This design comes from an exercise in tuning for small area and a short achievable clock period on the open sky130 flow, not from production work.
In this exercise RTL edits were held to simulation tests only and were not proved equivalent to the original.
Power figures rest on the tool's default switching activity, not on a simulated workload.

== run 1 ==
Design branch_predictor, start of the top module:
module branch_predictor #(
    parameter int ENTRIES = 16,
    parameter int TAG_W   = 10
) (
    input  logic        clk,
    input  logic        rst_n,
    input  logic        f_valid,
    input  logic [63:0] f_pc,
    output logic        pred_taken,
    output logic [63:0] pred_target,
    input  logic        u_valid,
    input  logic        u_is_branch,
    input  logic [63:0] u_pc,
    input  logic        u_taken,
    input  logic [63:0] u_target,
    input  logic        u_pred_taken,
    input  logic [63:0] u_pred_target,
    output logic        mispredict,
    output logic [63:0] redirect_pc,
    output logic [31:0] branch_count,
    output logic [31:0] mispredict_count
);
    localparam int IDX_W = $clog2(ENTRIES);
    logic             tbl_valid  [ENTRIES];
    logic [TAG_W-1:0] tbl_tag    [ENTRIES];
    logic [63:0]      tbl_target [ENTRIES];
    logic [1:0]       tbl_ctr    [ENTRIES];
    logic [IDX_W-1:0] f_idx;
    logic [TAG_W-1:0] f_tag;
    logic [IDX_W-1:0] u_idx;
    logic [TAG_W-1:0] u_tag;
    logic             u_hit;
    logic             upd_en;
    logic             mis_cond;
    assign f_idx = f_pc[IDX_W+1:2];
    assign f_tag = f_pc[IDX_W+2 +: TAG_W];
    assign u_idx = u_pc[IDX_W+1:2];
    assign u_tag = u_pc[IDX_W+2 +: TAG_W];
    logic [ENTRIES*TAG_W-1:0] tag_flat;
    logic [ENTRIES*64-1:0]    tgt_flat;
    logic [ENTRIES-1:0]       taken_bit;
    for (genvar g = 0; g < ENTRIES; g++) begin : g_flat
        assign tag_flat[g*TAG_W +: TAG_W] = tbl_tag[g];
        assign tgt_flat[g*64 +: 64]       = tbl_target[g];
        assign taken_bit[g]               = tbl_valid[g] && tbl_ctr[g][1];
    end
    branch_predictor_lookup #(.ENTRIES(ENTRIES), .TAG_W(TAG_W)) u_lookup (
        .f_valid    (f_valid),
        .f_pc       (f_pc),
        .tag_flat   (tag_flat),
        .tgt_flat   (tgt_flat),
        .taken_bit  (taken_bit),
        .pred_taken (pred_taken),
        .pred_target(pred_target)
    );
    always_comb begin
        upd_en   = u_valid && u_is_branch;
  ...
==> flow/config.mk <==
export PLATFORM = sky130hd
export DESIGN_NAME = branch_predictor
export DESIGN_NICKNAME = branch_predictor
export VERILOG_FILES = /design/flow/design.v
export SDC_FILE = /design/flow/constraint.sdc
export NUM_CORES = 4
export LEC_CHECK = 0
export CAP_MARGIN = 20
export CORE_MARGIN = 2
export CORE_UTILIZATION = 60
export CTS_BUF_LIST = sky130_fd_sc_hd__clkbuf_8 sky130_fd_sc_hd__clkbuf_16
export CTS_CLUSTER_DIAMETER = 60
export CTS_CLUSTER_SIZE = 30
export SETUP_SLACK_MARGIN = 1.7
export SLEW_MARGIN = 20
export SYNTH_HIERARCHICAL = 1
export TNS_END_PERCENT = 35
==> flow/constraint.sdc <==
create_clock -name core_clock -period 6.5 [get_ports {clk}]
set_input_delay 1.3000 -clock core_clock [delete_from_list [all_inputs] [get_ports {clk}]]
set_output_delay 1.3000 -clock core_clock [all_outputs]
set_load 0.01 [all_outputs]
standard.sh (not shown) runs the stock make flow with config.mk's settings and CLKGATE_MAP_FILE= SYNTH_SCRIPT=/design/flow/synth_recipe.tcl, a recipe that flattens the netlist after the stock synthesis.
==> flow/flow/run.sh <==
#!/bin/bash
# Standard ORFS layout with smaller port buffers (buf_1) and a clock tree without dummy loads.
export BUFFER_PORTS_ARGS="-buffer_cell sky130_fd_sc_hd__buf_1"
export CTS_ARGS="-sink_clustering_enable -repair_clock_nets -dont_use_dummy_load -sink_clustering_size 30 -sink_clustering_max_diameter 60 -buf_list {sky130_fd_sc_hd__clkbuf_8 sky130_fd_sc_hd__clkbuf_16}"
bash standard.sh MATCH_CELL_FOOTPRINT=0 finish > standard.log 2>&1
### run 1 -> run 2
Settings: changing SETUP_SLACK_MARGIN from 1.7 to 2.1.
diff --git a/flow/flow/run.sh b/flow/flow/run.sh
--- a/flow/flow/run.sh
+++ b/flow/flow/run.sh
@@ -5 +5 @@
-bash standard.sh MATCH_CELL_FOOTPRINT=0 finish > standard.log 2>&1
+bash standard.sh > standard.log 2>&1
Results
Diff run 1 -> run 2 | non-clock buffer count | decrease of about 0.9%. Compared with run 1, run 2 shows a higher shortest period the worst path allows. Between run 1 and run 2, the flow reports maximum resistive drop on vdd increasing by a little under 10%. Run 2 -> run 1: total chip power flat.
Changes in run 3 relative to run 2:
Settings: setting GPL_ROUTABILITY_DRIVEN to 0 for the first time; changing SETUP_SLACK_MARGIN from 2.1 to 1.7.
Results
- Clock tree cell share of total cell area: run 2 vs run 3 — no meaningful difference
- Diff run 2 -> run 3 | share of post-route cells with drive strength above 1 | increase of 0.99 points
- Endpoint of the worst setup timing path = pred_target[32]: run 2; endpoint of the worst setup timing path = pred_target[31]: run 3
- Power per standard cell area: run 3 vs run 2 — no meaningful difference
- Going from run 2 to run 3, the fraction of power consumed by combinational cells was found to have gone up by 0.3 points.
- [run 3] wire length rose 6.2 mm relative to run 2
- Taking run 2 as the reference, in run 3 area of the core region closely matched the old numbers, first-pass GRT wire length increased by about 2.5% relative to the old numbers, CTS buffer count increased by 2 relative to the old numbers, fraction of power consumed by sequential logic decreased by 0.6 points relative to the old numbers.
- In the reports for run 2 and run 3, the larger count of buffer and inverter cells on the critical path belongs to run 3.

==> port drivers added, routing unchanged <==
In the flow no input, the clock included, has a driving cell. The finished layouts below were timed again as built, in two steps.
Step 1 assumes that a clkbuf_16 drives the clock port and a buf_2 every other input.
Step 2 adds t to the input delays and takes it off the output delays; t is the mean of the earliest and latest rising clock arrival at the registers after step 1. Input paths then give back, and output paths get back, about the clock's delay inside the block.
Slacks: ideal ports / drivers / drivers and shift; pairs: ideal ports / drivers.
run | shift t [ns] | setup WS [ns] | latest minus earliest clock arrival (ns)
run 1 | 0.739 | 1.506 / 1.443 / 0.977 | 0.114 / 0.114
run 2 | 0.742 | 1.485 / 1.447 / 1.400 | 0.076 / 0.077
run 3 | 0.739 | 1.462 / 1.436 / 1.055 | 0.073 / 0.072
After both steps setup and hold are still met in every run listed. The setup slack of run 1, which loses most, moves by -0.063 ns with the drivers and by -0.529 ns with both steps.
